This design comes from an exercise in tuning for small area and a short achievable clock period on the open sky130 flow, not from production work.
RTL that was checked went through simulation tests only; none was proved equivalent to the original.
Power figures rest on the tool's default switching activity, not on a simulated workload.

== zinc ==
## result_serializer
module result_serializer #(
  parameter int DATA_W = 40,
  parameter int ADDR_W = 6,
  parameter int SLACK  = 4
) (
  input  logic                 clk,
  input  logic                 rst,
  input  logic                 fifo_wr_en,
  input  logic [DATA_W-1:0]    dut_dout,
  output logic                 fifo_full,
  output logic [7:0]           byte_dout,
  output logic                 byte_valid,
  input  logic                 byte_ready,
  output logic [15:0]          word_count,
  output logic                 overflow
);
  localparam int              DEPTH      = 1 << ADDR_W;
  localparam logic [ADDR_W:0] FULL_THR_C = (ADDR_W+1)'(DEPTH - SLACK);
  localparam int              NB_L       = DATA_W / 8;
  logic [DEPTH-1:0]  wr_sel_r;
  logic [DEPTH-1:0]  rd_sel_n_r;
  logic [ADDR_W:0]   count_r;
  logic              fifo_full_r;
  logic              overflow_r;
  logic              load_r;
  logic              valid_r;
  logic [NB_L-1:0]   cur_r;         
  logic [7:0]        byte_dout_r;
  logic [DATA_W-1:0] rd_lo_r;       
  logic [DATA_W-1:0] rd_hi_r;
  logic [DATA_W-1:0] word_r;        
  logic [15:0]       word_count_r;
  logic [DATA_W-1:0] rd_lo_s;
  logic [DATA_W-1:0] rd_hi_s;
  logic [DATA_W-1:0] rd_data_s;
  logic              at_cap_s;
  logic              nonempty_s;
  logic              wr_ok_s;
  logic              accept_s;
  logic              last_s;
  logic              inc_s;
  logic              dec_s;
  logic [ADDR_W:0]   count_up_s;
  logic [ADDR_W:0]   count_dn_s;
  logic              full_up_s;
  logic              full_dn_s;
  logic              full_eq_s;
  logic [NB_L-1:0]   cur_next_s;
  logic [7:0]        byte_next_s;
  logic [15:0]       wc_low_ones_s;
  logic [15:0]       wc_plus1_s;
  assign at_cap_s   = count_r[ADDR_W];
  assign nonempty_s = (count_r != '0);
  assign wr_ok_s    = fifo_wr_en && !at_cap_s;
  assign accept_s   = valid_r && byte_ready;
  ...
Size in the first run: ~6,000 cells after synthesis, ~2,800 flip-flops, ~71 I/O pins, roughly 100,000 um2 of cells after synthesis.
==> flow/config.mk <==
export PLATFORM = sky130hd
export DESIGN_NAME = result_serializer
export DESIGN_NICKNAME = result_serializer
export VERILOG_FILES = /design/flow/design.v
export SDC_FILE = /design/flow/constraint.sdc
export NUM_CORES = 4
export LEC_CHECK = 0
export CAP_MARGIN = 5
export CORE_MARGIN = 2
export CORE_UTILIZATION = 60
export CTS_CLUSTER_DIAMETER = 80
export CTS_CLUSTER_SIZE = 28
export SETUP_SLACK_MARGIN = 2.2
export SLEW_MARGIN = 5
export TNS_END_PERCENT = 5
==> flow/constraint.sdc <==
create_clock -name core_clock -period 4.0 [get_ports {clk}]
set_input_delay 0.8000 -clock core_clock [delete_from_list [all_inputs] [get_ports {clk}]]
set_output_delay 0.8000 -clock core_clock [all_outputs]
set_load 0.01 [all_outputs]
run.sh (not shown) runs the stock make flow with config.mk's settings and CLKGATE_MAP_FILE= SYNTH_SCRIPT=/design/flow/synth_recipe.tcl, a recipe that flattens the netlist after the stock synthesis.
Edits applied to the flow inputs when going from zinc to tundra:
Settings: SETUP_SLACK_MARGIN changed from 2.2 to 2.0; TNS_END_PERCENT changed from 5 to 30; CORE_UTILIZATION changed from 60 to 65.
Findings:
Of the two values seen for critical path endpoint, u_fifo.mem_r[13][21] was produced by tundra and byte_dout[3] by zinc. Note that the combinational logic power recorded for tundra amounts to 0.941 times the value seen in zinc. Die footprint delta for tundra relative to zinc: about 8% lower. From zinc to tundra the numbers moved as follows: global-route usage went up, maximum frequency went down, tap cell instance count went down, final worst slack went down, sequential portion of the cell area went up.
What indigo does differently from tundra at the input level:
Settings: changing CORE_UTILIZATION from 65 to 60; changing TNS_END_PERCENT from 30 to 5.
Notes after the runs:
Via count of the first global-routing pass | indigo below tundra. u_fifo.mem_r[13][21] as the capturing instance or port of the critical path was reported by tundra, and u_fifo.mem_r[11][23] by indigo. On length in cells of the worst reg-to-reg path: indigo sits below tundra. The more densely filled core belongs to tundra, not indigo.
[inputs] willow vs indigo
Settings: TNS_END_PERCENT now 30, was 5.
==> summary.txt <==
The termination of the worst setup path comes out u_fifo.mem_r[11][23] in one run and byte_dout[5] in the other, namely in indigo and willow respectively.
Delta (willow minus indigo): power saw an increase; non-clock buffer count saw an increase; post-DP HPWL fell by 0.31%.
Going from indigo to willow, relative contribution of the clock network to total power grows by 0.3 points.
Cmp indigo and willow / count of filler cells inserted in the layout / higher: willow
[compare] base=indigo new=willow: number of cells on the critical path -6; final area held steady.
Number of cells on the worst reg-to-reg path: lower on willow

result_serializer, a different RTL version from the one above (not shown whole).
For scale: about 5,600 cells after synthesis, ~2,800 flip-flops, about 97,000 um2 of cells after synthesis.
==> flow/config.mk <==
export PLATFORM = sky130hd
export DESIGN_NAME = result_serializer
export DESIGN_NICKNAME = result_serializer
export VERILOG_FILES = /design/flow/design.v
export SDC_FILE = /design/flow/constraint.sdc
export NUM_CORES = 4
export LEC_CHECK = 0
export CAP_MARGIN = 20
export CORE_MARGIN = 2
export CORE_UTILIZATION = 60
export CTS_CLUSTER_DIAMETER = 80
export CTS_CLUSTER_SIZE = 20
export SETUP_SLACK_MARGIN = 1.9
export SLEW_MARGIN = 20
export TNS_END_PERCENT = 5
==> flow/constraint.sdc <==
create_clock -name core_clock -period 4.0 [get_ports {clk}]
set_input_delay 0.8000 -clock core_clock [delete_from_list [all_inputs] [get_ports {clk}]]
set_output_delay 0.8000 -clock core_clock [all_outputs]
set_load 0.01 [all_outputs]
standard.sh (not shown) runs the stock make flow with config.mk's settings and CLKGATE_MAP_FILE= SYNTH_SCRIPT=/design/flow/synth_recipe.tcl, a recipe that flattens the netlist after the stock synthesis.
==> flow/flow/run.sh <==
#!/bin/bash
# The standard layout (standard.sh: unchanged synthesis script, so the
# same registers), with two placement/sizing settings changed:
#  - ports are buffered with buf_4 instead of the default delay-type buffer;
#  - the resizer may swap a cell for one with a different footprint.
# make's full output goes to flow_make.log; each ORFS step keeps its own log
# under orfs/logs.
set -euo pipefail
bash standard.sh \
  "BUFFER_PORTS_ARGS=-buffer_cell sky130_fd_sc_hd__buf_4" \
  "MATCH_CELL_FOOTPRINT=0" \
  finish > flow_make.log 2>&1
Then changed:
==> flow/run.sh (new file) <==
#!/bin/bash
# synth_recipe.tcl (not shown) runs the flow's synth.tcl, then flattens the netlist and writes it again
# the make line also repeats each setting of config.mk as NAME=value (left out here)
make -C /OpenROAD-flow-scripts/flow DESIGN_CONFIG=/design/flow/config.mk WORK_HOME=/design/flow/orfs CLKGATE_MAP_FILE= SYNTH_SCRIPT=/design/flow/synth_recipe.tcl finish
--- a/flow/config.mk
+++ b/flow/config.mk
@@ -13 +13 @@
-export SETUP_SLACK_MARGIN = 1.9
+export SETUP_SLACK_MARGIN = 1.8
removed: flow/flow/run.sh
removed: flow/standard.sh
What happened: Routed wire length came out lower by 0.69%. Via count climbs by 0.45%. Design area came out higher by 0.43%. Core utilization grows by 0.30 points. Cell count went up by 1.2%. Power is about the same. Sequential power is about the same. Setup slack is better by 18 ps. Worst hold slack got worse by 61 ps.

== the reference run ==
Another version of the RTL of result_serializer (not shown whole).
Size in the first run: roughly 2700 flip-flops, about 71 I/O pins, ~97000 um^2 of cells after synthesis.
export LEC_CHECK = 0
export CAP_MARGIN = 20
export CORE_MARGIN = 2
export CORE_UTILIZATION = 60
export CTS_CLUSTER_DIAMETER = 80
export CTS_CLUSTER_SIZE = 20
export SETUP_SLACK_MARGIN = 1.7
export SLEW_MARGIN = 20
create_clock -name core_clock -period 4.0 [get_ports {clk}]
run.sh (not shown) runs the stock make flow with config.mk's settings and CLKGATE_MAP_FILE= SYNTH_SCRIPT=/design/flow/synth_recipe.tcl, a recipe that flattens the netlist after the stock synthesis.
Stock flow here: none of the scripts above is used.
The reference run finished end to end and its layout was clean on timing, DRC and antenna.
[inputs] the trial run vs the reference run
==> flow/flow/run.sh (new file) <==
#!/bin/bash
# Standard ORFS layout (standard.sh, unchanged synthesis script and registers),
# with sky130_fd_sc_hd__a222oi_1 added to the don't-use list: it comes in one
# weak drive strength only, and the FIFO read tree maps onto it on long wires.
set -euo pipefail
DU=" sky130_fd_sc_hd__probe_p_8 sky130_fd_sc_hd__probec_p_8 sky130_fd_sc_hd__lpflow_bleeder_1 sky130_fd_sc_hd__lpflow_clkbufkapwr_1 sky130_fd_sc_hd__lpflow_clkbufkapwr_16 sky130_fd_sc_hd__lpflow_clkbufkapwr_2 sky130_fd_sc_hd__lpflow_clkbufkapwr_4 sky130_fd_sc_hd__lpflow_clkbufkapwr_8 sky130_fd_sc_hd__lpflow_clkinvkapwr_1 sky130_fd_sc_hd__lpflow_clkinvkapwr_16 sky130_fd_sc_hd__lpflow_clkinvkapwr_2 sky130_fd_sc_hd__lpflow_clkinvkapwr_4 sky130_fd_sc_hd__lpflow_clkinvkapwr_8 sky130_fd_sc_hd__lpflow_decapkapwr_12 sky130_fd_sc_hd__lpflow_decapkapwr_3 sky130_fd_sc_hd__lpflow_decapkapwr_4 sky130_fd_sc_hd__lpflow_decapkapwr_6 sky130_fd_sc_hd__lpflow_decapkapwr_8 sky130_fd_sc_hd__lpflow_inputiso0n_1 sky130_fd_sc_hd__lpflow_inputiso0p_1 sky130_fd_sc_hd__lpflow_inputiso1n_1 sky130_fd_sc_hd__lpflow_inputiso1p_1 sky130_fd_sc_hd__lpflow_inputisolatch_1 sky130_fd_sc_hd__lpflow_isobufsrc_1 sky130_fd_sc_hd__lpflow_isobufsrc_16 sky130_fd_sc_hd__lpflow_isobufsrc_2 sky130_fd_sc_hd__lpflow_isobufsrc_4 sky130_fd_sc_hd__lpflow_isobufsrc_8 sky130_fd_sc_hd__lpflow_isobufsrckapwr_16 sky130_fd_sc_hd__lpflow_lsbuf_lh_hl_isowell_tap_1 sky130_fd_sc_hd__lpflow_lsbuf_lh_hl_isowell_tap_2 sky130_fd_sc_hd__lpflow_lsbuf_lh_hl_isowell_tap_4 sky130_fd_sc_hd__lpflow_lsbuf_lh_isowell_4 sky130_fd_sc_hd__lpflow_lsbuf_lh_isowell_tap_1 sky130_fd_sc_hd__lpflow_lsbuf_lh_isowell_tap_2 sky130_fd_sc_hd__lpflow_lsbuf_lh_isowell_tap_4  sky130_fd_sc_hd__a222oi_1"
bash standard.sh "DONT_USE_CELLS=$DU" finish > flow_make.log 2>&1
==> flow/standard.sh (new file) <==
#!/bin/bash
# synth_recipe.tcl (not shown) runs the flow's synth.tcl, then flattens the netlist and writes it again
# the make line also repeats each setting of config.mk as NAME=value (left out here)
make -C /OpenROAD-flow-scripts/flow DESIGN_CONFIG=/design/flow/config.mk WORK_HOME=/design/flow/orfs CLKGATE_MAP_FILE= SYNTH_SCRIPT=/design/flow/synth_recipe.tcl "${@:-finish}"
removed: flow/run.sh
Notes after the runs:
The trial run completed; timing, DRC and antenna clean
Critical path depth delta for the trial run relative to the reference run: 1 lower
Note that the count of buffers not belonging to the clock network in the layout recorded for the reference run amounts to 1.05 times the value seen in the trial run.
Of the trial run and the reference run, it is the trial run that has the lower number of antenna violations at the first check in global routing.
A capture point of the critical path of word_count_r[15] is what the reference run shows, while word_count_r[14] belongs to the trial run.
From the reference run to the trial run the numbers moved as follows: global router's overall resource usage moved down, normalized max-slew margin moved down, sequential share of layout area moved down.
No run of this note included a check of the RTL's function; only the layout flow was run.

## exp/violet
Another version of the RTL of result_serializer (not shown whole).
For scale: ~2800 flip-flops, ~98000 sq um of cells after synthesis.
// result_serializer
module result_serializer #(
  parameter int DATA_W = 40,
  parameter int ADDR_W = 6,
  parameter int SLACK  = 4
) (
  input  logic                 clk,
  input  logic                 rst,
  input  logic                 fifo_wr_en,
  input  logic [DATA_W-1:0]    dut_dout,
  output logic                 fifo_full,
  output logic [7:0]           byte_dout,
  output logic                 byte_valid,
  input  logic                 byte_ready,
  output logic [15:0]          word_count,
  output logic                 overflow
);
export LEC_CHECK = 0
export CAP_MARGIN = 5
export CORE_MARGIN = 2
export CORE_UTILIZATION = 70
export CTS_CLUSTER_DIAMETER = 80
export CTS_CLUSTER_SIZE = 28
export SETUP_SLACK_MARGIN = 2.0
export SLEW_MARGIN = 5
export TNS_END_PERCENT = 20
create_clock -name core_clock -period 4.0 [get_ports {clk}]
Stock flow here: none of the scripts above is used.
exp/violet went all the way through synthesis, placement and routing and the layout is clean on timing, DRC and antenna.
Changes in exp/harbor relative to exp/violet:
Settings: TNS_END_PERCENT now 5, was 20; CORE_UTILIZATION now 60, was 70; CTS_CLUSTER_SIZE now 20, was 28.
[summary]
- Compared with exp/violet, in exp/harbor cell count up 253, clock-buffer cell count up 31.
- exp/harbor: hold slack lower than exp/violet
- Compare exp/violet and exp/harbor | total number of cells along the worst setup path higher: exp/violet
- Required time reported for the critical path endpoint: exp/harbor < exp/violet
Input-level comparison between exp/garnet and exp/harbor:
Settings: changing CTS_CLUSTER_SIZE from 20 to 28.
Findings:
- Comparing exp/garnet against exp/harbor, there is no change at all in post-synthesis instance total.
- Min wire length of the first global-routing pass across exp/harbor and exp/garnet: exp/garnet
- There was hardly any difference in mean routed wirelength per cell between exp/harbor and exp/garnet.
- Delta (exp/garnet minus exp/harbor): total of hold buffers inserted after clock tree synthesis flat, critical path arrival down 0.06 ns.
- exp/garnet: share of the clock period used by the worst path is 1.3 points lower than what exp/harbor reported.
- Reported for exp/harbor and exp/garnet, sequential cell count turned out identical to the last digit.
- For number of vias after detailed routing, exp/harbor and exp/garnet come out practically identical.
- Going from exp/harbor to exp/garnet, power shrinks by about 0.5%.
- Setup slack: exp/garnet more than exp/harbor

rev 12:
Starting RTL as in the previous note.
export LEC_CHECK = 0
export CAP_MARGIN = 5
export CORE_MARGIN = 2
export CORE_UTILIZATION = 70
export CTS_CLUSTER_DIAMETER = 80
export CTS_CLUSTER_SIZE = 20
export SETUP_SLACK_MARGIN = 2.0
export SLEW_MARGIN = 5
export TNS_END_PERCENT = 5
create_clock -name core_clock -period 4.0 [get_ports {clk}]
Edits applied to the flow inputs when going from rev 12 to rev 13:
- swapping 5 for 20 in SLEW_MARGIN
- swapping 2.0 for 1.8 in SETUP_SLACK_MARGIN
- swapping 70 for 60 in CORE_UTILIZATION
- swapping 5 for 20 in CAP_MARGIN
==> summary.txt <==
- Lower initial core utilization was reported by rev 13, not rev 12.
- The internal portion of total power on rev 12 is in line with that on rev 13.
- Delta (rev 13 minus rev 12): register-to-register slack went down 80 ps, area growth from synthesis to layout climbed 0.54 points, die area saw an increase, met3 demand-to-capacity share in global routing fell 3.6 points, register fraction of the total cell area now smaller.
- Portion of total power attributed to the clock network in rev 13 is 0.6 points higher than in rev 12
- Going from rev 12 to rev 13, clock-cell share of area held, transition at the pin with the smallest max-transition slack went down 93 ps, share of total power consumed by net switching went up 0.44 points.

-- re-timing with driven ports --
How much do the figures lean on ideal ports? The routed layouts below were timed once more, with nothing changed but the port constraints. Step 1 (the two cells are an assumption about what drives the block):
set clk [get_ports {clk}]
set_driving_cell -lib_cell sky130_fd_sc_hd__clkbuf_16 $clk
set_driving_cell -lib_cell sky130_fd_sc_hd__buf_2 [delete_from_list [all_inputs] $clk]
Step 2 moves the port delays by t, midway between the first and last clock arrival at a register: inputs arrive t later, outputs are due t later. That takes back most of the time a late clock gives input paths. Slacks: no drivers / after step 1 / after step 2; pairs: no drivers / after step 1.
| run | shift t [ns] | setup WS [ns] | hold slack, ns |
|---|---|---|---|
| zinc | 0.892 | 1.874 / 1.795 / 1.186 | 0.385 / 0.329 / 0.460 |
| tundra | 0.874 | 1.800 / 1.800 / 1.074 | 0.378 / 0.302 / 0.465 |
| indigo | 0.903 | 1.843 / 1.801 / 1.159 | 0.374 / 0.323 / 0.463 |
| willow | 0.881 | 1.838 / 1.747 / 1.199 | 0.293 / 0.222 / 0.461 |
| the first run of note 2 | 0.921 | 1.531 / 1.531 / 1.111 | 0.285 / 0.219 / 0.407 |
| the second run of note 2 | 0.917 | 1.549 / 1.549 / 0.917 | 0.223 / 0.159 / 0.412 |
| the reference run | 0.947 | 0.309 / 0.309 / 0.127 | 0.319 / 0.250 / 0.467 |
| the trial run | 0.905 | 0.390 / 0.390 / -0.190 | 0.359 / 0.288 / 0.475 |
| exp/violet | 0.871 | 1.486 / 1.486 / 0.966 | 0.417 / 0.349 / 0.478 |
| exp/harbor | 0.915 | 1.678 / 1.668 / 0.998 | 0.318 / 0.250 / 0.485 |
| exp/garnet | 0.893 | 1.729 / 1.692 / 1.005 | 0.344 / 0.266 / 0.492 |
| rev 12 | 0.901 | 1.747 / 1.728 / 1.046 | 0.410 / 0.341 / 0.462 |
| rev 13 | 0.917 | 1.664 / 1.653 / 1.002 | 0.371 / 0.298 / 0.461 |
With both steps, setup timing fails in the trial run, where it was met with ideal ports. The setup slack of tundra, which loses most, moves by 0.000 ns with the drivers and by -0.726 ns with both steps.
